What follows belongs to an exercise in optimizing a design on an open flow for small area, a short achievable clock period and few clock cycles; a production flow would make more cautious choices.
The RTL was checked by simulation tests, not by an equivalence proof against the original design.
Power and IR drop assume default switching activity.

[design.v]
package isa_pkg;
    localparam logic [6:0] OPC_OP     = 7'b0110011;    
    localparam logic [6:0] OPC_OP_IMM = 7'b0010011;
    localparam logic [6:0] OPC_BRANCH = 7'b1100011;
    localparam logic [6:0] OPC_JAL    = 7'b1101111;
endpackage
package core_pkg;
    typedef struct packed {
        logic sum;               
        logic sub;               
        logic land;
        logic lor;
        logic lxor;
        logic slt;
        logic link;              
    } alu_ctl_t;
    function automatic int prefix_levels(input int n);
        prefix_levels = 0;
        while ((1 << prefix_levels) < n)
            prefix_levels++;
    endfunction
endpackage
`timescale 1ns/100ps
import isa_pkg::*;
module pc_incs (
    input  logic [32-1:0]  pc_i,
    output logic [32-1:0]  pc_inc_o,
    output logic [32-13:0] hi_p1_o,
    output logic [32-13:0] hi_m1_o
);
    assign pc_inc_o[1:0] = pc_i[1:0];
    assign pc_inc_o[2]   = !pc_i[2];
    assign hi_p1_o[0]    = !pc_i[12];
    assign hi_m1_o[0]    = !pc_i[12];
    for (genvar i = 3; i < 32; i++) begin : g_inc
        g_xor2 u_x (.a(pc_i[i]), .b(&pc_i[i-1:2]), .y(pc_inc_o[i]));
    end
    for (genvar i = 13; i < 32; i++) begin : g_hi
        g_xor2 u_p (.a(pc_i[i]), .b(&pc_i[i-1:12]), .y(hi_p1_o[i-12]));
        g_xor2 u_m (.a(pc_i[i]), .b(!(|pc_i[i-1:12])), .y(hi_m1_o[i-12]));
    end
endmodule
module pc_lo_add (
    input  logic [11:0]         pc_i,
    input  logic [32-1:0] inst_i,
    output logic [12:0]         low_o,
    output logic                sign_o
);
    logic [12:0] off;
    logic [11:0] g;
    logic [11:0] p;
    logic [11:0] gg;
    assign off = inst_i[3] ? {inst_i[12], inst_i[20], inst_i[30:21], 1'b0}
                           : {inst_i[31], inst_i[7], inst_i[30:25], inst_i[11:8], 1'b0};
    assign g = pc_i & off[11:0];
    assign p = pc_i ^ off[11:0];
    ks_carry #(.N(12)) u_carry (
        .g_i  (g ),
        .p_i  (p ),
        .gg_o (gg)
    );
    assign low_o  = {gg[11], p[11:1] ^ gg[10:0], p[0]};
    assign sign_o = off[12];
endmodule
module alu_ao3 (
    input  logic s0, d0, s1, d1, s2, d2,
    output logic y
);
    assign y = (s0 & d0) | (s1 & d1) | (s2 & d2);
endmodule
module fetch_pred (
    input  logic [32-1:0] inst_i,
    output logic                pred_o,
    output logic                jal_long_o,
    output logic                n_m1_o,      
    output logic                n_hi_o,      
    output logic                n_inc_o,     
    output logic                a_m1_o,      
    output logic                a_hi_o,
    output logic                a_inc_o
);
    logic is_br;
    logic is_jal;
    logic jal_short;
    logic sign;
    logic use_inc;
    assign is_br     = (inst_i[6:0] == OPC_BRANCH) && (inst_i[14:13] == 2'b00);
    assign is_jal    = (inst_i[6:0] == OPC_JAL);
    assign jal_short = (inst_i[19:12] == {8{inst_i[31]}});
    assign sign      = inst_i[3] ? inst_i[12] : inst_i[31];
    assign pred_o     = (is_br && (inst_i[31] || inst_i[12])) || (is_jal && jal_short);
    assign jal_long_o = is_jal && !jal_short;
    assign use_inc    = pred_o || is_jal;
    assign n_m1_o     = pred_o && sign;
    assign n_hi_o     = pred_o && !sign;
    assign n_inc_o    = !pred_o;
    assign a_m1_o     = !use_inc && sign;
    assign a_hi_o     = !use_inc && !sign;
    assign a_inc_o    = use_inc;
endmodule
module fetch_unit (
    input  logic                clk,
    input  logic                rst_n_i,
    input  logic                redirect_i,
    input  logic [32-1:0] redirect_pc_i,
    input  logic [32-1:0] inst_i,
    output logic [32-1:0] pc_o,
    output logic                pred_o,      
    output logic                jal_long_o,  
    output logic [32-1:0] alt_o        
);
    logic [32-1:0]  pc_q;
    logic [32-1:0]  pc_next;
    logic [32-1:0]  pc_inc;
    logic [12:0]          low;
    logic                 sign;
    logic [32-13:0] hi_p1;
    logic [32-13:0] hi_m1;
    logic n_m1;
    logic n_hi;
    logic n_inc;
    logic a_m1;
    logic a_hi;
    logic a_inc;
    fetch_pred u_pred (
        .inst_i     (inst_i    ),
        .pred_o     (pred_o    ),
        .jal_long_o (jal_long_o),
        .n_m1_o     (n_m1      ),
        .n_hi_o     (n_hi      ),
        .n_inc_o    (n_inc     ),
        .a_m1_o     (a_m1      ),
        .a_hi_o     (a_hi      ),
        .a_inc_o    (a_inc     )
    );
    pc_incs u_pc_incs (
        .pc_i     (pc_q  ),
        .pc_inc_o (pc_inc),
        .hi_p1_o  (hi_p1 ),
        .hi_m1_o  (hi_m1 )
    );
    pc_lo_add u_pc_lo_add (
        .pc_i   (pc_q[11:0]),
        .inst_i (inst_i    ),
        .low_o  (low       ),
        .sign_o (sign      )
    );
    logic [32-1:0]  n0;
    logic [32-1:0]  n1;
    logic [32-1:0]  a0;
    logic [32-1:0]  a1;
    logic [32-1:0]  fetch_next;
    assign n0[11:0] = pc_inc[11:0];
    assign n1[11:0] = pc_inc[11:0];
    assign a0[11:0] = pc_inc[11:0];
    assign a1[11:0] = pc_inc[11:0];
    for (genvar i = 12; i < 32; i++) begin : g_cand
        alu_ao3 u_n0 (.s0(n_m1), .d0(hi_m1[i-12]), .s1(n_hi), .d1(pc_q[i]),
                      .s2(n_inc), .d2(pc_inc[i]), .y(n0[i]));
        alu_ao3 u_n1 (.s0(n_m1), .d0(pc_q[i]), .s1(n_hi), .d1(hi_p1[i-12]),
                      .s2(n_inc), .d2(pc_inc[i]), .y(n1[i]));
        alu_ao3 u_a0 (.s0(a_m1), .d0(hi_m1[i-12]), .s1(a_hi), .d1(pc_q[i]),
                      .s2(a_inc), .d2(pc_inc[i]), .y(a0[i]));
        alu_ao3 u_a1 (.s0(a_m1), .d0(pc_q[i]), .s1(a_hi), .d1(hi_p1[i-12]),
                      .s2(a_inc), .d2(pc_inc[i]), .y(a1[i]));
    end
    for (genvar i = 0; i < 32; i++) begin : g_next
        if (i < 12) begin : g_lo
            g_mux2 u_f (.s(n_inc), .a1(pc_inc[i]), .a0(low[i]), .y(fetch_next[i]));
            assign alt_o[i] = a_inc ? pc_inc[i] : low[i];
        end else begin : g_hi
            g_mux2 u_f (.s(low[12]), .a1(n1[i]), .a0(n0[i]), .y(fetch_next[i]));
            assign alt_o[i] = low[12] ? a1[i] : a0[i];
        end
        g_mux2 u_n (.s(redirect_i), .a1(redirect_pc_i[i]), .a0(fetch_next[i]), .y(pc_next[i]));
    end
    assign pc_o    = pc_q;
    always_ff @(posedge clk or negedge rst_n_i) begin
        if (!rst_n_i)
            pc_q <= 32'h0000_0000;
        else
            pc_q <= pc_next;
    end
endmodule
`timescale 1ns/100ps
import isa_pkg::*;
import core_pkg::*;
module inst_decoder (
    input  logic [32-1:0]   inst_i,
    output logic [5-1:0] rs1_o,
    output logic [5-1:0] rs2_o,
    output logic [5-1:0] rd_o,
    output logic                  wen_o,       
    output core_pkg::alu_ctl_t    alu_o,
    output logic                  a_reg_o,     
    output logic                  b_reg_o,     
    output logic                  is_opi_o,
    output logic                  is_jal_o,
    output logic                  br_eq_o,
    output logic                  br_ne_o,
    output logic [32-1:0]   imm_i_o,
    output logic [32-1:0]   imm_j_o
);
    logic [6:0] opc;
    logic [2:0] f3;
    logic [6:0] f7;
    logic       is_op;
    logic       is_opi;
    logic       rd_en;
    assign opc = inst_i[6:0];
    assign f3  = inst_i[14:12];
    assign f7  = inst_i[31:25];
    assign is_op    = (opc == OPC_OP);
    assign is_opi   = (opc == OPC_OP_IMM);
    assign is_jal_o = (opc == OPC_JAL);
    assign is_opi_o = is_opi;
    assign br_eq_o  = (opc == OPC_BRANCH) && (f3 == 3'b000);
    assign br_ne_o  = (opc == OPC_BRANCH) && (f3 == 3'b001);
    assign rs1_o = inst_i[19:15];
    assign rs2_o = inst_i[24:20];
    assign rd_o  = inst_i[11:7];
    assign a_reg_o = !is_jal_o;
    assign b_reg_o = !(is_opi || is_jal_o);
    assign imm_i_o = {{(32-12){inst_i[31]}}, inst_i[31:20]};
    assign imm_j_o = {{(32-21){inst_i[31]}}, inst_i[31], inst_i[19:12], inst_i[20],
                      inst_i[30:21], 1'b0};
    always_comb begin
        alu_o = '0;
        rd_en = 1'b0;
        if (is_op) begin
            rd_en = 1'b1;
            case ({f7, f3})
                {7'b0000000, 3'b000}: alu_o.sum = 1'b1;
                {7'b0100000, 3'b000}: begin alu_o.sum = 1'b1; alu_o.sub = 1'b1; end
                {7'b0000000, 3'b010}: begin alu_o.slt = 1'b1; alu_o.sub = 1'b1; end
                {7'b0000000, 3'b100}: alu_o.lxor = 1'b1;
                {7'b0000000, 3'b110}: alu_o.lor  = 1'b1;
                {7'b0000000, 3'b111}: alu_o.land = 1'b1;
                default:              rd_en = 1'b0;    
            endcase
        end else if (is_opi) begin
            rd_en = 1'b1;
            case (f3)
                3'b000:  alu_o.sum  = 1'b1;
                3'b100:  alu_o.lxor = 1'b1;
                3'b110:  alu_o.lor  = 1'b1;
                3'b111:  alu_o.land = 1'b1;
                default: rd_en = 1'b0;                  
            endcase
        end else if (is_jal_o) begin
            rd_en      = 1'b1;
            alu_o.link = 1'b1;
        end
    end
    assign wen_o = rd_en && (rd_o != '0);
endmodule
`timescale 1ns/100ps
module g_nand2 (
    input  logic a, b,
    output logic y
);
    assign y = !(a & b);
endmodule
module g_or2 (
    input  logic a, b,
    output logic y
);
    assign y = a | b;
endmodule
module g_nand4 (
    input  logic a, b, c, d,
    output logic y
);
    assign y = !(a & b & c & d);
endmodule
module g_nor2 (
    input  logic a, b,
    output logic y
);
    assign y = !(a | b);
endmodule
module rf_rd_ao8 (
    input  logic [7:0] d_i,
    input  logic [7:0] sel_i,
    output logic       yn_o
);
    assign yn_o = !(|(d_i & sel_i));
endmodule
module rf_rd_bit (
    input  logic [32-1:0] d_i,
    input  logic [32-1:0] sel_i,
    output logic                 q_o
);
    logic [3:0] u;
    logic [1:0] v;
    for (genvar k = 0; k < 4; k++) begin : g_u
        rf_rd_ao8 u_ao (.d_i(d_i[8*k +: 8]), .sel_i(sel_i[8*k +: 8]), .yn_o(u[k]));
    end
    g_nand2 u_v0 (.a(u[0]), .b(u[1]), .y(v[0]));
    g_nand2 u_v1 (.a(u[2]), .b(u[3]), .y(v[1]));
    g_or2   u_q  (.a(v[0]), .b(v[1]), .y(q_o));
endmodule
module rf_dec_eq #(
    parameter int W = 3,
    parameter int K = 0
) (
    input  logic [W-1:0] idx_i,
    output logic         y_o
);
    assign y_o = (idx_i == W'(K));
endmodule
module rf_dec (
    input  logic [4:0] idx_i,
    output logic [7:0] lo_o,
    output logic [3:0] hi_o
);
    for (genvar k = 0; k < 8; k++) begin : g_lo
        rf_dec_eq #(.W(3), .K(k)) u_lo (.idx_i(idx_i[2:0]), .y_o(lo_o[k]));
    end
    for (genvar k = 0; k < 4; k++) begin : g_hi
        rf_dec_eq #(.W(2), .K(k)) u_hi (.idx_i(idx_i[4:3]), .y_o(hi_o[k]));
    end
endmodule
module g_and3 (
    input  logic a, b, c,
    output logic y
);
    assign y = a & b & c;
endmodule
module regfile (
    input  logic                  clk,
    input  logic                  rst_n_i,
    input  logic [5-1:0] rs1_i,
    input  logic [5-1:0] rs2_i,
    output logic [32-1:0]   rs1_data_o,
    output logic [32-1:0]   rs2_data_o,
    input  logic                  we_i,
    input  logic [5-1:0] wd_idx_i,
    input  logic [32-1:0]   wd_data_i
);
    logic [32-1:0]  regs_q [1:32-1];
    logic [32-1:1] valid_q;
    for (genvar i = 1; i < 32; i++) begin : g_wr
        logic we;
        assign we = we_i && (wd_idx_i == i);
        always_ff @(posedge clk or negedge rst_n_i) begin
            if (!rst_n_i)
                valid_q[i] <= 1'b0;
            else if (we)
                valid_q[i] <= 1'b1;
        end
        always_ff @(posedge clk) begin
            if (we)
                regs_q[i] <= wd_data_i;
        end
    end
    localparam int NC = 2;
    for (genvar c = 0; c < NC; c++) begin : g_copy
        logic [32-1:0] sel1;
        logic [32-1:0] sel2;
        logic [7:0]           lo1;
        logic [7:0]           lo2;
        logic [3:0]           hi1;
        logic [3:0]           hi2;
        assign sel1[0] = 1'b0;
        assign sel2[0] = 1'b0;
        rf_dec u_dec1 (.idx_i(rs1_i), .lo_o(lo1), .hi_o(hi1));
        rf_dec u_dec2 (.idx_i(rs2_i), .lo_o(lo2), .hi_o(hi2));
        for (genvar i = 1; i < 32; i++) begin : g_sel
            g_and3 u_s1 (.a(hi1[i/8]), .b(lo1[i%8]), .c(valid_q[i]), .y(sel1[i]));
            g_and3 u_s2 (.a(hi2[i/8]), .b(lo2[i%8]), .c(valid_q[i]), .y(sel2[i]));
        end
        for (genvar j = c * (32 / NC); j < (c + 1) * (32 / NC); j++) begin : g_rd
            logic [32-1:0] col;
            assign col[0] = 1'b0;
            for (genvar i = 1; i < 32; i++) begin : g_col
                assign col[i] = regs_q[i][j];
            end
            rf_rd_bit u_rd1 (.d_i(col), .sel_i(sel1), .q_o(rs1_data_o[j]));
            rf_rd_bit u_rd2 (.d_i(col), .sel_i(sel2), .q_o(rs2_data_o[j]));
        end
    end
endmodule
`timescale 1ns/100ps
import core_pkg::*;
module opnd_bit (
    input  logic rf_i,
    input  logic alt_i,
    input  logic sel_rf_i,
    input  logic inv_i,
    output logic y_o
);
    assign y_o = (sel_rf_i ? rf_i : alt_i) ^ inv_i;
endmodule
module sel_reg (
    input  logic       clk,
    input  logic [3:0] d_i,
    output logic [3:0] q_o
);
    always_ff @(posedge clk) q_o <= d_i;
endmodule
module issue_stage (
    input  logic                  clk,
    input  logic                  rst_n_i,
    input  logic                  flush_i,
    input  logic [32-1:0]   pc_i,
    input  logic [32-1:0]   rs1_data_i,
    input  logic [32-1:0]   rs2_data_i,
    input  logic [5-1:0] rs1_i,
    input  logic [5-1:0] rs2_i,
    input  logic [5-1:0] rd_i,
    input  logic                  wen_i,
    input  core_pkg::alu_ctl_t    alu_i,
    input  logic                  a_reg_i,
    input  logic                  b_reg_i,
    input  logic                  is_opi_i,
    input  logic                  is_jal_i,
    input  logic                  br_eq_i,
    input  logic                  br_ne_i,
    input  logic [32-1:0]   imm_i_i,
    input  logic [32-1:0]   imm_j_i,
    input  logic                  pred_i,
    input  logic                  jal_long_i,
    input  logic [32-1:0]   alt_i,
    input  logic                  ex_wen_i,
    input  logic [5-1:0] ex_rd_i,
    input  logic                  wb_wen_i,
    input  logic [5-1:0] wb_rd_i,
    input  logic [32-1:0]   wb_data_i,
    output logic                  ex_valid_o,
    output logic                  ex_wen_o,
    output logic [5-1:0] ex_rd_o,
    output core_pkg::alu_ctl_t    ex_alu_o,
    output logic                  ex_jal_o,
    output logic                  ex_jal_long_o,
    output logic                  ex_r_eq_o,    
    output logic                  ex_r_ne_o,    
    output logic [32-1:0]   ex_a_o,
    output logic [32-1:0]   ex_b_o,
    output logic [32-1:0]   ex_alt_o,
    output logic [3:0]            ex_a_wb_o,    
    output logic [3:0]            ex_b_wbp_o,   
    output logic [3:0]            ex_b_wbn_o,   
    output logic [3:0]            ex_b_oth_o    
);
    logic                a_wb;
    logic                b_wb;
    logic                sel_rf_a;
    logic                sel_rf_b;
    logic [32-1:0] a_alt;
    logic [32-1:0] b_alt;
    logic [32-1:0] a_val;
    logic [32-1:0] b_val;
    assign sel_rf_a = !is_jal_i && !(wb_wen_i && rs1_i == wb_rd_i);
    assign sel_rf_b = !is_jal_i && !is_opi_i && !(wb_wen_i && rs2_i == wb_rd_i);
    assign a_alt    = is_jal_i ? pc_i : wb_data_i;
    assign b_alt    = is_opi_i ? imm_i_i : (is_jal_i ? imm_j_i : wb_data_i);
    for (genvar k = 0; k < 4; k++) begin : g_sel
        sel_reg u_sel (
            .clk (clk),
            .d_i ({a_wb, b_wb && !alu_i.sub, b_wb && alu_i.sub, !b_wb}),
            .q_o ({ex_a_wb_o[k], ex_b_wbp_o[k], ex_b_wbn_o[k], ex_b_oth_o[k]})
        );
    end
    for (genvar i = 0; i < 32; i++) begin : g_opnd
        opnd_bit u_a (.rf_i(rs1_data_i[i]), .alt_i(a_alt[i]), .sel_rf_i(sel_rf_a),
                      .inv_i(1'b0), .y_o(a_val[i]));
        opnd_bit u_b (.rf_i(rs2_data_i[i]), .alt_i(b_alt[i]), .sel_rf_i(sel_rf_b),
                      .inv_i(alu_i.sub), .y_o(b_val[i]));
    end
    assign a_wb = a_reg_i && ex_wen_i && (rs1_i == ex_rd_i);
    assign b_wb = b_reg_i && ex_wen_i && (rs2_i == ex_rd_i);
    always_ff @(posedge clk or negedge rst_n_i) begin
        if (!rst_n_i)
            ex_valid_o <= 1'b0;
        else
            ex_valid_o <= !flush_i;
    end
    always_ff @(posedge clk) begin
        ex_wen_o   <= wen_i;
        ex_rd_o    <= rd_i;
        ex_alu_o   <= alu_i;
        ex_jal_o   <= is_jal_i;
        ex_jal_long_o <= jal_long_i;
        ex_a_o     <= a_val;
        ex_b_o     <= b_val;                               
        ex_r_eq_o  <= (br_eq_i && !pred_i) || (br_ne_i && pred_i);
        ex_r_ne_o  <= (br_eq_i && pred_i) || (br_ne_i && !pred_i);
        ex_alt_o   <= alt_i;
    end
endmodule
`timescale 1ns/100ps
import core_pkg::*;
module pfx_dot_n (
    input  logic gl, pl, gr, pr,
    output logic gn, pn
);
    assign gn = !(gl | (pl & gr));
    assign pn = !(pl & pr);
endmodule
module pfx_dot_p (
    input  logic gln, pln, grn, prn,
    output logic g, p
);
    assign g = !(gln & (pln | grn));
    assign p = !(pln | prn);
endmodule
module pfx_gdot_n (
    input  logic gl, pl, gr,
    output logic gn
);
    assign gn = !(gl | (pl & gr));
endmodule
module pfx_gdot_p (
    input  logic gln, pln, grn,
    output logic g
);
    assign g = !(gln & (pln | grn));
endmodule
module pfx_inv (
    input  logic a,
    output logic y
);
    assign y = !a;
endmodule
module ks_carry #(
    parameter int N = 31
) (
    input  logic [N-1:0] g_i,
    input  logic [N-1:0] p_i,
    output logic [N-1:0] gg_o
);
    localparam int L = core_pkg::prefix_levels(N);
    wire [(L+1)*N-1:0] gv;
    wire [(L+1)*N-1:0] pv;
    assign gv[N-1:0] = g_i;
    assign pv[N-1:0] = p_i;
    for (genvar k = 1; k <= L; k++) begin : g_lvl
        localparam int D = 1 << (k - 1);
        for (genvar i = 0; i < N; i++) begin : g_bit
            if (i < D) begin : g_pass
                pfx_inv u_inv (.a(gv[(k-1)*N+i]), .y(gv[k*N+i]));
                assign pv[k*N+i] = 1'b0;
            end else if (i < 2 * D) begin : g_gdot
                if (k % 2 == 1) begin : g_n
                    pfx_gdot_n u_cell (.gl(gv[(k-1)*N+i]), .pl(pv[(k-1)*N+i]),
                                       .gr(gv[(k-1)*N+i-D]), .gn(gv[k*N+i]));
                end else begin : g_p
                    pfx_gdot_p u_cell (.gln(gv[(k-1)*N+i]), .pln(pv[(k-1)*N+i]),
                                       .grn(gv[(k-1)*N+i-D]), .g(gv[k*N+i]));
                end
                assign pv[k*N+i] = 1'b0;
            end else begin : g_dot
                if (k % 2 == 1) begin : g_n
                    pfx_dot_n u_cell (.gl(gv[(k-1)*N+i]), .pl(pv[(k-1)*N+i]),
                                      .gr(gv[(k-1)*N+i-D]), .pr(pv[(k-1)*N+i-D]),
                                      .gn(gv[k*N+i]), .pn(pv[k*N+i]));
                end else begin : g_p
                    pfx_dot_p u_cell (.gln(gv[(k-1)*N+i]), .pln(pv[(k-1)*N+i]),
                                      .grn(gv[(k-1)*N+i-D]), .prn(pv[(k-1)*N+i-D]),
                                      .g(gv[k*N+i]), .p(pv[k*N+i]));
                end
            end
        end
    end
    assign gg_o = gv[L*N +: N];
endmodule
module g_nor4 (
    input  logic a, b, c, d,
    output logic y
);
    assign y = !(a | b | c | d);
endmodule
module zero32 (
    input  logic [31:0] p_i,
    output logic        z_o
);
    logic [7:0] t;
    logic [1:0] u;
    for (genvar k = 0; k < 8; k++) begin : g_t
        g_nor4 u_t (.a(p_i[4*k]), .b(p_i[4*k+1]), .c(p_i[4*k+2]), .d(p_i[4*k+3]), .y(t[k]));
    end
    g_nand4 u_u0 (.a(t[0]), .b(t[1]), .c(t[2]), .d(t[3]), .y(u[0]));
    g_nand4 u_u1 (.a(t[4]), .b(t[5]), .c(t[6]), .d(t[7]), .y(u[1]));
    g_nor2  u_z  (.a(u[0]), .b(u[1]), .y(z_o));
endmodule
module g_mux2 (
    input  logic s, a1, a0,
    output logic y
);
    assign y = s ? a1 : a0;
endmodule
module alu_bsel (
    input  logic wb_i, xb_i, wbp_i, wbn_i, oth_i,
    output logic b_o
);
    assign b_o = (wbp_i & wb_i) | (wbn_i & !wb_i) | (oth_i & xb_i);
endmodule
module alu_pg #(
    parameter bit CIN = 1'b0
) (
    input  logic a_i, b_i, cin_i,
    output logic g_o, p_o
);
    g_xor2 u_p (.a(a_i), .b(b_i), .y(p_o));
    assign g_o = CIN ? ((a_i & b_i) | ((a_i | b_i) & cin_i)) : (a_i & b_i);
endmodule
module g_xor2 (
    input  logic a, b,
    output logic y
);
    assign y = a ^ b;
endmodule
module alu_oth (
    input  logic g_i, p_i, alt_i, cg_i, cp_i, link_i,
    output logic oth_o
);
    assign oth_o = (cg_i & g_i) | (cp_i & p_i) | (link_i & alt_i);
endmodule
module alu_bit #(
    parameter bit CIN = 1'b0         
) (
    input  logic wb_i,
    input  logic xa_i,
    input  logic xb_i,
    input  logic alt_i,
    input  logic cin_i,
    input  logic a_wb_i,
    input  logic b_wbp_i,
    input  logic b_wbn_i,
    input  logic b_oth_i,
    input  logic cg_i,               
    input  logic cp_i,               
    input  logic link_i,
    output logic a_o,
    output logic g_o,
    output logic p_o,
    output logic oth_o
);
    logic b;
    g_mux2   u_a   (.s(a_wb_i), .a1(wb_i), .a0(xa_i), .y(a_o));
    alu_bsel u_b   (.wb_i(wb_i), .xb_i(xb_i), .wbp_i(b_wbp_i), .wbn_i(b_wbn_i), .oth_i(b_oth_i),
                    .b_o(b));
    alu_pg #(.CIN(CIN)) u_pg (.a_i(a_o), .b_i(b), .cin_i(cin_i), .g_o(g_o), .p_o(p_o));
    alu_oth  u_oth (.g_i(g_o), .p_i(p_o), .alt_i(alt_i), .cg_i(cg_i), .cp_i(cp_i),
                    .link_i(link_i), .oth_o(oth_o));
endmodule
module alu_res (
    input  logic p_i,
    input  logic cn_i,
    input  logic oth_i,
    input  logic sum_i,
    output logic s_o,
    output logic res_o
);
    assign s_o   = p_i ^ !cn_i;
    assign res_o = sum_i ? s_o : oth_i;
endmodule
module byp_reg (
    input  logic        clk,
    input  logic [31:0] d_i,
    output logic [31:0] q_o
);
    always_ff @(posedge clk) q_o <= d_i;
endmodule
module exec_unit (
    input  logic                  clk,
    input  logic                  rst_n_i,
    input  logic                  ex_valid_i,
    input  logic                  ex_wen_i,
    input  logic [5-1:0] ex_rd_i,
    input  core_pkg::alu_ctl_t    ex_alu_i,
    input  logic                  ex_jal_i,
    input  logic                  ex_jal_long_i,
    input  logic                  ex_r_eq_i,
    input  logic                  ex_r_ne_i,
    input  logic [32-1:0]   ex_a_i,
    input  logic [32-1:0]   ex_b_i,
    input  logic [32-1:0]   ex_alt_i,
    input  logic [3:0]            ex_a_wb_i,    
    input  logic [3:0]            ex_b_wbp_i,
    input  logic [3:0]            ex_b_wbn_i,
    input  logic [3:0]            ex_b_oth_i,
    output logic                  redirect_o,
    output logic [32-1:0]   redirect_pc_o,
    output logic                  flush_o,
    output logic                  ex_fwd_en_o,
    output logic                  wb_valid_o,
    output logic [5-1:0] wb_rd_o,
    output logic [32-1:0]   wb_result_o
);
    logic [32-1:0] a;
    logic [32-1:0] byp;
    logic                cg;
    logic                cp;
    logic [32-1:0] g;
    logic [32-1:0] p;
    logic [32-1:0] oth;
    logic [32-1:0] s;
    logic [32-1:0] res;
    logic [32-2:0] cn;            
    logic [32-1:0] jt_q;          
    logic                jl_pend_q;
    logic                jl_now;
    logic                redirect_now;
    logic                lt;
    logic                eq;
    logic                r_if_eq;
    logic                r_if_ne;
    assign cg = ex_alu_i.land || ex_alu_i.lor;
    assign cp = ex_alu_i.lor || ex_alu_i.lxor;
    for (genvar i = 0; i < 32; i++) begin : g_bit
        alu_bit #(.CIN(i == 0)) u_bit (
            .wb_i    (byp[i]        ),
            .xa_i    (ex_a_i[i]     ),
            .xb_i    (ex_b_i[i]     ),
            .alt_i   (ex_alt_i[i]   ),
            .cin_i   (ex_alu_i.sub  ),
            .a_wb_i  (ex_a_wb_i[i/8] ),
            .b_wbp_i (ex_b_wbp_i[i/8]),
            .b_wbn_i (ex_b_wbn_i[i/8]),
            .b_oth_i (ex_b_oth_i[i/8]),
            .cg_i    (cg            ),
            .cp_i    (cp            ),
            .link_i  (ex_alu_i.link ),
            .a_o     (a[i]          ),
            .g_o     (g[i]          ),
            .p_o     (p[i]          ),
            .oth_o   (oth[i]        )
        );
    end
    ks_carry #(.N(32-1)) u_carry (
        .g_i  (g[32-2:0]),
        .p_i  (p[32-2:0]),
        .gg_o (cn             )
    );
    for (genvar i = 1; i < 32; i++) begin : g_res
        alu_res u_res (
            .p_i   (p[i]         ),
            .cn_i  (cn[i-1]      ),
            .oth_i (oth[i]       ),
            .sum_i (ex_alu_i.sum ),
            .s_o   (s[i]         ),
            .res_o (res[i]       )
        );
    end
    assign s[0]   = p[0] ^ ex_alu_i.sub;
    assign lt     = p[32-1] ? cn[32-2] : a[32-1];
    assign res[0] = ex_alu_i.slt ? lt : (ex_alu_i.sum ? s[0] : oth[0]);
    zero32 u_eq (.p_i(p), .z_o(eq));
    assign jl_now        = ex_valid_i && ex_jal_long_i;
    assign r_if_eq       = (ex_valid_i && ex_r_eq_i) || jl_pend_q;
    assign r_if_ne       = (ex_valid_i && ex_r_ne_i) || jl_pend_q;
    g_mux2 u_redirect (.s(eq), .a1(r_if_eq), .a0(r_if_ne), .y(redirect_o));
    assign redirect_pc_o = jl_pend_q ? jt_q : ex_alt_i;
    assign flush_o       = redirect_o || jl_now;
    assign ex_fwd_en_o   = ex_valid_i && ex_wen_i;
    always_ff @(posedge clk or negedge rst_n_i) begin
        if (!rst_n_i) begin
            wb_valid_o <= 1'b0;
            jl_pend_q  <= 1'b0;
        end else begin
            wb_valid_o <= ex_fwd_en_o;
            jl_pend_q  <= jl_now;
        end
    end
    byp_reg u_byp (.clk(clk), .d_i(res), .q_o(byp));
    always_ff @(posedge clk) begin
        wb_rd_o     <= ex_rd_i;
        wb_result_o <= res;
        jt_q        <= s;
    end
endmodule
`timescale 1ns/100ps
import isa_pkg::*;
import core_pkg::*;
module rv_core_top (
    input  logic                  clk,
    input  logic                  rst_n_i,
    input  logic [32-1:0]   inst_i,
    output logic [32-1:0]   pc_o,
    output logic                  wb_valid_o,
    output logic [5-1:0] wb_rd_o,
    output logic [32-1:0]   wb_data_o
);
    logic                  redirect;
    logic [32-1:0]   redirect_pc;
    logic                  f_pred;
    logic                  f_jal_long;
    logic                  flush;
    logic [32-1:0]   f_alt;
    logic [5-1:0] id_rs1;
    logic [5-1:0] id_rs2;
    logic [5-1:0] id_rd;
    logic                  id_wen;
    core_pkg::alu_ctl_t    id_alu;
    logic                  id_a_reg;
    logic                  id_b_reg;
    logic                  id_is_opi;
    logic                  id_is_jal;
    logic                  id_br_eq;
    logic                  id_br_ne;
    logic [32-1:0]   id_imm_i;
    logic [32-1:0]   id_imm_j;
    logic [32-1:0]   rs1_data;
    logic [32-1:0]   rs2_data;
    logic                  ex_valid;
    logic                  ex_wen;
    logic [5-1:0] ex_rd;
    core_pkg::alu_ctl_t    ex_alu;
    logic                  ex_jal;
    logic                  ex_jal_long;
    logic                  ex_r_eq;
    logic                  ex_r_ne;
    logic [32-1:0]   ex_a;
    logic [32-1:0]   ex_b;
    logic [32-1:0]   ex_alt;
    logic [3:0]            ex_a_wb;
    logic [3:0]            ex_b_wbp;
    logic [3:0]            ex_b_wbn;
    logic [3:0]            ex_b_oth;
    logic                  ex_fwd_en;
    fetch_unit u_fetch_unit (
        .clk           (clk         ),
        .rst_n_i       (rst_n_i     ),
        .redirect_i    (redirect    ),
        .redirect_pc_i (redirect_pc ),
        .inst_i        (inst_i      ),
        .pc_o          (pc_o        ),
        .pred_o        (f_pred      ),
        .jal_long_o    (f_jal_long  ),
        .alt_o         (f_alt       )
    );
    inst_decoder u_inst_decoder (
        .inst_i        (inst_i      ),
        .rs1_o         (id_rs1      ),
        .rs2_o         (id_rs2      ),
        .rd_o          (id_rd       ),
        .wen_o         (id_wen      ),
        .alu_o         (id_alu      ),
        .a_reg_o       (id_a_reg    ),
        .b_reg_o       (id_b_reg    ),
        .is_opi_o      (id_is_opi   ),
        .is_jal_o      (id_is_jal   ),
        .br_eq_o       (id_br_eq    ),
        .br_ne_o       (id_br_ne    ),
        .imm_i_o       (id_imm_i    ),
        .imm_j_o       (id_imm_j    )
    );
    regfile u_regfile (
        .clk           (clk         ),
        .rst_n_i       (rst_n_i     ),
        .rs1_i         (id_rs1      ),
        .rs2_i         (id_rs2      ),
        .rs1_data_o    (rs1_data    ),
        .rs2_data_o    (rs2_data    ),
        .we_i          (wb_valid_o  ),
        .wd_idx_i      (wb_rd_o     ),
        .wd_data_i     (wb_data_o   )
    );
    issue_stage u_issue_stage (
        .clk           (clk         ),
        .rst_n_i       (rst_n_i     ),
        .flush_i       (flush       ),
        .pc_i          (pc_o        ),
        .rs1_data_i    (rs1_data    ),
        .rs2_data_i    (rs2_data    ),
        .rs1_i         (id_rs1      ),
        .rs2_i         (id_rs2      ),
        .rd_i          (id_rd       ),
        .wen_i         (id_wen      ),
        .alu_i         (id_alu      ),
        .a_reg_i       (id_a_reg    ),
        .b_reg_i       (id_b_reg    ),
        .is_opi_i      (id_is_opi   ),
        .is_jal_i      (id_is_jal   ),
        .br_eq_i       (id_br_eq    ),
        .br_ne_i       (id_br_ne    ),
        .imm_i_i       (id_imm_i    ),
        .imm_j_i       (id_imm_j    ),
        .pred_i        (f_pred      ),
        .jal_long_i    (f_jal_long  ),
        .alt_i         (f_alt       ),
        .ex_wen_i      (ex_fwd_en   ),
        .ex_rd_i       (ex_rd       ),
        .wb_wen_i      (wb_valid_o  ),
        .wb_rd_i       (wb_rd_o     ),
        .wb_data_i     (wb_data_o   ),
        .ex_valid_o    (ex_valid    ),
        .ex_wen_o      (ex_wen      ),
        .ex_rd_o       (ex_rd       ),
        .ex_alu_o      (ex_alu      ),
        .ex_jal_o      (ex_jal      ),
        .ex_jal_long_o (ex_jal_long ),
        .ex_r_eq_o     (ex_r_eq     ),
        .ex_r_ne_o     (ex_r_ne     ),
        .ex_a_o        (ex_a        ),
        .ex_b_o        (ex_b        ),
        .ex_alt_o      (ex_alt      ),
        .ex_a_wb_o     (ex_a_wb     ),
        .ex_b_wbp_o    (ex_b_wbp    ),
        .ex_b_wbn_o    (ex_b_wbn    ),
        .ex_b_oth_o    (ex_b_oth    )
    );
    exec_unit u_exec_unit (
        .clk           (clk         ),
        .rst_n_i       (rst_n_i     ),
        .ex_valid_i    (ex_valid    ),
        .ex_wen_i      (ex_wen      ),
        .ex_rd_i       (ex_rd       ),
        .ex_alu_i      (ex_alu      ),
        .ex_jal_i      (ex_jal      ),
        .ex_jal_long_i (ex_jal_long ),
        .ex_r_eq_i     (ex_r_eq     ),
        .ex_r_ne_i     (ex_r_ne     ),
        .ex_a_i        (ex_a        ),
        .ex_b_i        (ex_b        ),
        .ex_alt_i      (ex_alt      ),
        .ex_a_wb_i     (ex_a_wb     ),
        .ex_b_wbp_i    (ex_b_wbp    ),
        .ex_b_wbn_i    (ex_b_wbn    ),
        .ex_b_oth_i    (ex_b_oth    ),
        .redirect_o    (redirect    ),
        .redirect_pc_o (redirect_pc ),
        .flush_o       (flush       ),
        .ex_fwd_en_o   (ex_fwd_en   ),
        .wb_valid_o    (wb_valid_o  ),
        .wb_rd_o       (wb_rd_o     ),
        .wb_result_o   (wb_data_o   )
    );
endmodule
[flow/run.sh]
#!/bin/bash
set -euo pipefail
export BUFFER_PORTS_ARGS="-buffer_cell sky130_fd_sc_hd__buf_4"
bash standard.sh > standard_flow.log 2>&1
[standard.sh]
#!/bin/bash
# synth_recipe.tcl (not shown) runs the flow's synth.tcl, then flattens the netlist and writes it again
# the make line also repeats each setting of config.mk as NAME=value (left out here)
make -C /OpenROAD-flow-scripts/flow DESIGN_CONFIG=/design/flow/config.mk WORK_HOME=/design/flow/orfs CLKGATE_MAP_FILE= SYNTH_SCRIPT=/design/flow/synth_recipe.tcl "${@:-finish}"
[config.mk]
export PLATFORM = sky130hd
export DESIGN_NAME = rv_core_top
export DESIGN_NICKNAME = rv_core_top
export VERILOG_FILES = /design/flow/design.v
export SDC_FILE = /design/flow/constraint.sdc
export NUM_CORES = 4
export LEC_CHECK = 0
export CAP_MARGIN = 20
export CORE_MARGIN = 2
export CORE_UTILIZATION = 40
export CTS_CLUSTER_DIAMETER = 100
export CTS_CLUSTER_SIZE = 25
export SETUP_SLACK_MARGIN = 2.0
export SLEW_MARGIN = 20
export SYNTH_HIERARCHICAL = 1
export SYNTH_MINIMUM_KEEP_SIZE = 0
export TNS_END_PERCENT = 0
[constraint.sdc]
create_clock -name core_clock -period 5.0 [get_ports {clk}]
set_input_delay 1.0000 -clock core_clock [delete_from_list [all_inputs] [get_ports {clk}]]
set_output_delay 1.0000 -clock core_clock [all_outputs]
set_load 0.01 [all_outputs]
==> impl_metrics.toml, run 1 <==
[logic_synthesis]
syn_inst = 4658
avgSynthCellArea_um2 = 13.3
syn_area_um2 = 62000
synth.yosys.warnings = 14

[critical_path]
crit_buf_inv = 1
crit_type = "reg -> reg"
critPathMaxFanout = 17
cp_top_family = "simple AND/OR/NAND/NOR gates"
critPathLaunchType = "flip-flop"
critPathSlowestCell = "dfrtp_1"
critPathRequiredTime_ns = 5.40
critPathArrivalTime_ns = 3.72
critPathMaxStageDelay_ns = 0.87
end_kind = "flip-flop"
crit_chain = "nand4b_1, nor2_4, buf_4"

[die]
initial_core_util_pct = 40.3
ios = 104
core_area_um2 = 154000
rows = 144
die_height_um = 398
die_area_um2 = 158000
fp.dieW_um = 398

[global_route]
grt_pass1_wl_um = 306000
grt_max_degree = 42
antenna_found_initial = 18
grt_pass1_vias = 43200
grtUsageTotal_pct = 26.4
grt_overflow = 0

[clocking]
clock_latency_ns = 0.75
cts_made_buffers = 59
path_clk_slew_ns = 0.10
cts_sinks = 1287
cts_tree = "done"
clk_path_buf_depth = 3
cts_hold_buf = 0
htree_levels = 2
clock-root-buffer = "clkbuf_16"

[timing]
finalSetupViolations = 0
setup_tns_ns = 0
finalCritPeriodShare_pct = 66.3
period_minus_slack_ns = 3.32
tightest_slew_ns = 1.23
drv_slew = 0
maxSlewHeadroom_pct = 18.3
final-hold-violation-count = 0
max_freq_mhz = 302
skew_ns = 0.0428
hold_slack_ns = 0.268
grt_setup_unrepaired = "yes"

[final_layout]
drive_above_1_share_pct = 16.6
syn2layout_area_growth_pct = 9.97
n_fill_cell = 13900
layout.nets = 5011

[drt]
detailroute.via_count = 45300
vias_per_cell = 6.41
totalWireLength_um = 215000
first_pass_iters = 10
wire_per_inst_um = 30.5
ant_nets = 0
first_iter_violations = 7058
drc_errors = 0

[worst_hold_path]
hp-class = "in -> async"

[place]
place.gp.congestion = 1.00
post-dp-hpwl_um = 143000
io_buffers = 103

[power]
power.leakage_uw = 0.0242
power_density_nw_per_um2 = 324
fin_total_pwr_uw = 22100
ir_drop_uv = 256

[job]
cap_violations = 0

[run_status]
status = "no timing/DRC/antenna violations"
[cell usage in the layout (no fill, tap or decap), types with 29 or more instances in the layout]
| cell | n |
|---|---|
| a22oi_1 | 1024 |
| edfxtp_1 | 992 |
| and4_1 | 259 |
| buf_4 | 253 |
| nand2_1 | 249 |
| dfxtp_1 | 225 |
| mux2_4 | 190 |
| inv_1 | 177 |
| conb_1 | 163 |
| and3_1 | 132 |
| a222oi_1 | 112 |
| xnor2_1 | 105 |
| xor2_1 | 103 |
| mux2i_1 | 97 |
| a21oi_2 | 93 |
| nor2_1 | 84 |
| or2_1 | 65 |
| clkbuf_16 | 60 |
| dfrtp_1 | 60 |
| o21ai_2 | 50 |
| and2_1 | 42 |
| clkbuf_1 | 42 |
| mux2_2 | 41 |
| nor2b_1 | 37 |
| o21ai_0 | 35 |
| nor2_4 | 35 |
| a221o_1 | 32 |
| o21bai_1 | 29 |
[metal layers]
metal,global-route usage (%),vias to the layer above,wire (um)
met5,0,-,27
met4,8.87,4,7760
met3,6.00,465,24000
met2,41.0,2802,96500
met1,36.4,22800,87200
li1,-,19200,-
[flip-flops by register name (all words and copies together) (netlist names), 5 cells and up]
| name | count |
|---|---|
| u_exec_unit.u_byp.q_o | 32 |
| u_issue_stage.ex_b_o | 32 |
| u_fetch_unit.pc_q | 32 |
| u_issue_stage.ex_alt_o | 32 |
| u_issue_stage.ex_a_o | 32 |
| u_issue_stage.ex_alu_o | 7 |
| u_issue_stage.g_sel.u_sel.q_o | 16 |
| u_exec_unit.wb_result_o | 32 |
| u_exec_unit.jt_q | 32 |
| u_issue_stage.ex_rd_o | 5 |
| u_exec_unit.wb_rd_o | 5 |
| u_regfile.regs_q | 992 |
| u_regfile.valid_q | 31 |
[report_power, final]
group,switching [uW],internal [uW]
Sequential,534,11700
Clock,3490,2360
Combinational,2090,1840
Total,6120,15900
[cell type report]
class | instances | area, um2 | area share (%)
well taps | 2044 | 2560 | 3.75
flip-flops and latches | 1287 | 36000 | 52.9
inverters | 178 | 669 | 0.982
repair buffers | 255 | 1940 | 2.85
clock inverters | 7 | 114 | 0.167
multi-input cells | 3184 | 25100 | 36.9
clock buffers | 105 | 1690 | 2.49
diodes | 2 | 5.00 | 0.00735
[worst register-to-register path, delay by kind of cell (launching register included)]
kind                   cells  cell delay, ns
buffers and inverters      1            0.49
flip-flops                 1            0.87
AND/OR/NAND/NOR            2            1.61
[path summary, 6_finish.rpt]
kind	from	endpoint	slack, ns	depth (start not counted)
worst max register to register	u_exec_unit.wb_valid_o$_DFF_PN0_	u_regfile.regs_q[15][3]$_DFFE_PP_	1.68	3
worst max-delay path	u_exec_unit.wb_valid_o$_DFF_PN0_	u_regfile.regs_q[15][3]$_DFFE_PP_	1.68	3
worst min-delay path	rst_n_i	u_fetch_unit.pc_q[20]$_DFF_PN0_	0.27	1
worst min register to register	u_issue_stage.ex_jal_long_o$_DFF_P_	u_exec_unit.jl_pend_q$_DFF_PN0_	0.48	1
min in group core_clock	inst_i[9]	u_issue_stage.ex_rd_o[2]$_DFF_P_	0.40	1
max in group asynchronous	rst_n_i	u_regfile.valid_q[29]$_DFFE_PN0P_	3.82	2
[stage by stage]
stage / setup WS, ns / utilization [%] / cells / area, um2
6_report: 1.68 / 44.3 / 7062 / 68100
3_3_place_gp: 1.20 / 43.0 / 6943 / 66100
2_1_floorplan: 1.41 / - / 4817 / 62600
4_1_cts: 1.70 / 44.2 / 7057 / 68000
3_5_place_dp: 1.14 / 43.0 / 6943 / 66100
5_1_grt: 1.63 / 44.3 / 7060 / 68100
[timing repair]
action,CTS,global route
pin swaps,1,3
endpoints found under the setup margin,498,719
setup buffers,2,3
gates resized for setup,17,16
Testbench counts, summed over its fixed seeds: cycles 41,846.
==> run 2, diff against run 1 <==
--- a/design.v
+++ b/design.v
@@ -63,4 +63,17 @@
     assign sign_o = off[12];
 endmodule
+module pc_reg (
+    input  logic                clk,
+    input  logic                rst_n_i,
+    input  logic [32-1:0] d_i,
+    output logic [32-1:0] q_o
+);
+    always_ff @(posedge clk or negedge rst_n_i) begin
+        if (!rst_n_i)
+            q_o <= 32'h0000_0000;
+        else
+            q_o <= d_i;
+    end
+endmodule
 module alu_ao3 (
     input  logic s0, d0, s1, d1, s2, d2,
@@ -111,4 +124,5 @@
 );
     logic [32-1:0]  pc_q;
+    logic [32-1:0]  pc_c;         
     logic [32-1:0]  pc_next;
     logic [32-1:0]  pc_inc;
@@ -135,5 +149,5 @@
     );
     pc_incs u_pc_incs (
-        .pc_i     (pc_q  ),
+        .pc_i     (pc_c  ),
         .pc_inc_o (pc_inc),
         .hi_p1_o  (hi_p1 ),
@@ -141,5 +155,5 @@
     );
     pc_lo_add u_pc_lo_add (
-        .pc_i   (pc_q[11:0]),
+        .pc_i   (pc_c[11:0]),
         .inst_i (inst_i    ),
         .low_o  (low       ),
@@ -176,10 +190,6 @@
     end
     assign pc_o    = pc_q;
-    always_ff @(posedge clk or negedge rst_n_i) begin
-        if (!rst_n_i)
-            pc_q <= 32'h0000_0000;
-        else
-            pc_q <= pc_next;
-    end
+    pc_reg u_pc   (.clk(clk), .rst_n_i(rst_n_i), .d_i(pc_next), .q_o(pc_q));
+    pc_reg u_pc_c (.clk(clk), .rst_n_i(rst_n_i), .d_i(pc_next), .q_o(pc_c));
 endmodule
 `timescale 1ns/100ps
@@ -439,8 +449,8 @@
     output logic [32-1:0]   ex_b_o,
     output logic [32-1:0]   ex_alt_o,
-    output logic [3:0]            ex_a_wb_o,    
-    output logic [3:0]            ex_b_wbp_o,   
-    output logic [3:0]            ex_b_wbn_o,   
-    output logic [3:0]            ex_b_oth_o    
+    output logic [7:0]            ex_a_wb_o,    
+    output logic [7:0]            ex_b_wbp_o,   
+    output logic [7:0]            ex_b_wbn_o,   
+    output logic [7:0]            ex_b_oth_o    
 );
     logic                a_wb;
@@ -456,5 +466,5 @@
     assign a_alt    = is_jal_i ? pc_i : wb_data_i;
     assign b_alt    = is_opi_i ? imm_i_i : (is_jal_i ? imm_j_i : wb_data_i);
-    for (genvar k = 0; k < 4; k++) begin : g_sel
+    for (genvar k = 0; k < 8; k++) begin : g_sel
         sel_reg u_sel (
             .clk (clk),
@@ -678,8 +688,8 @@
     input  logic [32-1:0]   ex_b_i,
     input  logic [32-1:0]   ex_alt_i,
-    input  logic [3:0]            ex_a_wb_i,    
-    input  logic [3:0]            ex_b_wbp_i,
-    input  logic [3:0]            ex_b_wbn_i,
-    input  logic [3:0]            ex_b_oth_i,
+    input  logic [7:0]            ex_a_wb_i,    
+    input  logic [7:0]            ex_b_wbp_i,
+    input  logic [7:0]            ex_b_wbn_i,
+    input  logic [7:0]            ex_b_oth_i,
     output logic                  redirect_o,
     output logic [32-1:0]   redirect_pc_o,
@@ -704,4 +714,5 @@
     logic                jl_now;
     logic                redirect_now;
+    logic                redirect_fl;
     logic                lt;
     logic                eq;
@@ -717,8 +728,8 @@
             .alt_i   (ex_alt_i[i]   ),
             .cin_i   (ex_alu_i.sub  ),
-            .a_wb_i  (ex_a_wb_i[i/8] ),
-            .b_wbp_i (ex_b_wbp_i[i/8]),
-            .b_wbn_i (ex_b_wbn_i[i/8]),
-            .b_oth_i (ex_b_oth_i[i/8]),
+            .a_wb_i  (ex_a_wb_i[i/4] ),
+            .b_wbp_i (ex_b_wbp_i[i/4]),
+            .b_wbn_i (ex_b_wbn_i[i/4]),
+            .b_oth_i (ex_b_oth_i[i/4]),
             .cg_i    (cg            ),
             .cp_i    (cp            ),
@@ -753,6 +764,7 @@
     assign r_if_ne       = (ex_valid_i && ex_r_ne_i) || jl_pend_q;
     g_mux2 u_redirect (.s(eq), .a1(r_if_eq), .a0(r_if_ne), .y(redirect_o));
+    g_mux2 u_redir_fl (.s(eq), .a1(r_if_eq), .a0(r_if_ne), .y(redirect_fl));
     assign redirect_pc_o = jl_pend_q ? jt_q : ex_alt_i;
-    assign flush_o       = redirect_o || jl_now;
+    assign flush_o       = redirect_fl || jl_now;
     assign ex_fwd_en_o   = ex_valid_i && ex_wen_i;
     always_ff @(posedge clk or negedge rst_n_i) begin
@@ -816,8 +828,8 @@
     logic [32-1:0]   ex_b;
     logic [32-1:0]   ex_alt;
-    logic [3:0]            ex_a_wb;
-    logic [3:0]            ex_b_wbp;
-    logic [3:0]            ex_b_wbn;
-    logic [3:0]            ex_b_oth;
+    logic [7:0]            ex_a_wb;
+    logic [7:0]            ex_b_wbp;
+    logic [7:0]            ex_b_wbn;
+    logic [7:0]            ex_b_oth;
     logic                  ex_fwd_en;
     fetch_unit u_fetch_unit (
==> run 2 against run 1 <==
Design area grew 1.6%. Combinational power shrank 2%. Global-route usage shrank 1.0 points. Cell count grew 0.64%. Highest routed layer is now met4. Still clean on timing, DRC and antenna. Critical path type is now in -> reg.
==> impl_metrics.toml, run 2 <==
[final_layout]
syn2layout_area_growth_pct = 9.76
finalCoreUtilization_pct = 44.3
top_register = "u_regfile.regs_q"
drive_above_1_share_pct = 16.1
layout_common_cells = "1024 x a22oi_1, 992 x edfxtp_1, 259 x and4_1, 249 x nand2_1, 244 x dfxtp_1"
largest_register_ffs = 992
final_common_cell = "a22oi_1"
layout.nets = 5044
final_cell_area_um2 = 69300

[critical_path]
critPathMaxStageDelay_ns = 0.86
critPathRequiredTime_ns = 5.56
crit_chain = "buf_4, nor3b_2, and3_1, buf_4, a22oi_1, and4_1, nand2_1, or2_1, mux2i_1, xnor2_1"
crit_buf_inv = 2
crit_type = "in -> reg"
critPathArrivalTime_ns = 3.90
crit_top_cell = "buf_4"
cp_top_family = "simple AND/OR/NAND/NOR gates"
critPathSlowestCell = "and3_1"
end_kind = "flip-flop"
critPathLaunchType = "input port"
critPathMaxFanout = 21

[power]
ir_drop_uv = 239
power_density_nw_per_um2 = 331
power.leakage_uw = 0.0247

[die]
core_area_um2 = 156000
die_area_um2 = 161000
fp.dieW_um = 401
die_height_um = 401
initial_core_util_pct = 40.3
ios = 104
rows = 145

[timing]
max_freq_mhz = 299
final-hold-violation-count = 0
finalCritPeriodShare_pct = 66.8
skew_ns = 0.0323
finalSetupViolations = 0
grt_setup_unrepaired = "yes"
maxSlewHeadroom_pct = 26.4
drv_slew = 0
period_minus_slack_ns = 3.34
setup_tns_ns = 0
tightest_slew_ns = 1.10

[global_route]
grt_pass1_wl_um = 302000
grt_overflow = 0
grtUsageTotal_pct = 25.3
grt_max_degree = 65
antenna_found_initial = 11
grt_pass1_vias = 43500

[run_status]
status = "no timing/DRC/antenna violations"

[drt]
first_pass_iters = 14
first_iter_violations = 6121
totalWireLength_um = 211000
vias_per_cell = 6.32
wire_per_inst_um = 29.7
ant_nets = 0
detailroute.via_count = 44900
drc_errors = 0

[logic_synthesis]
avgSynthCellArea_um2 = 13.4
synth.yosys.warnings = 14
syn_inst = 4707
syn_area_um2 = 63100

[clocking]
clock-root-buffer = "clkbuf_16"
clock_latency_ns = 0.70
cts_hold_buf = 0
cts_sinks = 1335
path_clk_slew_ns = 0.10
clk_path_buf_depth = 3
cts_tree = "done"
htree_levels = 3
cts_made_buffers = 66

[place]
post_dp_cell_area_um2 = 67100
io_buffers = 103
post-dp-hpwl_um = 142000
place.gp.congestion = 0.918

[worst_hold_path]
hp-class = "in -> async"

[job]
cap_violations = 0
## run 2: area by class of cell
class	count	area [um2]
Timing Repair Buffer	231	1750
Clock buffer	103	1860
Clock inverter	12	123
Tap cell	2058	2570
Sequential cell	1335	37100
Fill cell	14100	87100
Inverter	178	669
Antenna cell	4	10.0
Multi-Input combinational cell	3186	25100
## run 2: timing repair
action | in CTS | in global routing
resized for setup | 14 | 11
setup buffers | 2 | 0
gates cloned | 1 | 0
pin swaps | 2 | 0
setup endpoints to repair | 416 | 615
## run 2: through the flow
stage / worst slack [ns] / hold slack, ns / instances / total power (uW)
floorplan: 1.41 / 0.375 / 4866 / 15800
global placement: 1.02 / 0.430 / 6985 / 16700
detailed placement: 0.924 / 0.430 / 6985 / 16800
CTS: 1.82 / 0.408 / 7103 / 23000
global route: 1.69 / 0.445 / 7104 / 23700
finish: 1.66 / 0.406 / 7107 / 22900
## run 2: path summary, 6_finish.rpt
check / cells past startpoint / slack, ns / to / from
setup / recovery: 10 / 1.66 / u_issue_stage.ex_b_o[6]$_DFF_P_ / inst_i[21]
max in group asynchronous: 2 / 3.51 / u_regfile.valid_q[17]$_DFFE_PN0P_ / rst_n_i
min in group core_clock: 0 / 0.45 / u_exec_unit.wb_rd_o[0]$_DFF_P_ / u_issue_stage.ex_rd_o[0]$_DFF_P_
setup reg to reg: 3 / 1.75 / u_regfile.regs_q[20][5]$_DFFE_PP_ / u_exec_unit.wb_valid_o$_DFF_PN0_
hold / removal: 1 / 0.41 / u_fetch_unit.u_pc_c.q_o[29]$_DFF_PN0_ / rst_n_i
hold reg to reg: 0 / 0.45 / u_exec_unit.wb_rd_o[0]$_DFF_P_ / u_issue_stage.ex_rd_o[0]$_DFF_P_
## run 2: report_power, final
part	internal, uW	switching (uW)
clock	2660	3630
combinational	1830	2030
sequential	12200	547
total	16700	6210
## run 2: per-layer routing
| layer | vias up | share of wire [%] | track usage, % | routed length, um |
|---|---|---|---|---|
| li1 | 19400 | - | - | - |
| met1 | 22700 | 41 | 34.8 | 87400 |
| met2 | 2555 | 46 | 40.1 | 96000 |
| met3 | 377 | 9.8 | 4.96 | 20600 |
| met4 | 0 | 3.3 | 8.44 | 6910 |
| met5 | - | 0 | 0 | 0 |
Testbench counts of run 2, summed over its fixed seeds: cycles 41,846.

-- separate check: timing with driven ports --
No port has a modelled driver above. Below, the same layouts with a new extraction and two added sets of constraints. Step 1 sets driving cells, clkbuf_16 on the clock port and buf_2 on the other inputs (assumed; they add their load-dependent delay and slew). Step 2 also shifts input and output timing later by t, the mid clock arrival at the registers, as if the neighbouring blocks saw the same clock. Slacks: no drivers / after step 1 / after step 2; pairs: no drivers / after step 1.
| run | t (ns) | setup slack, ns | worst setup path after step 2 |
|---|---|---|---|
| run 1 | 0.807 | 1.684 / 1.684 / 0.966 | input to register |
| run 2 | 0.764 | 1.659 / 1.678 / 0.914 | input to register |
After both steps setup and hold are still met in every run listed. For run 2, which loses most, drivers alone change the setup slack by +0.019 ns; drivers and shift together by -0.745 ns.
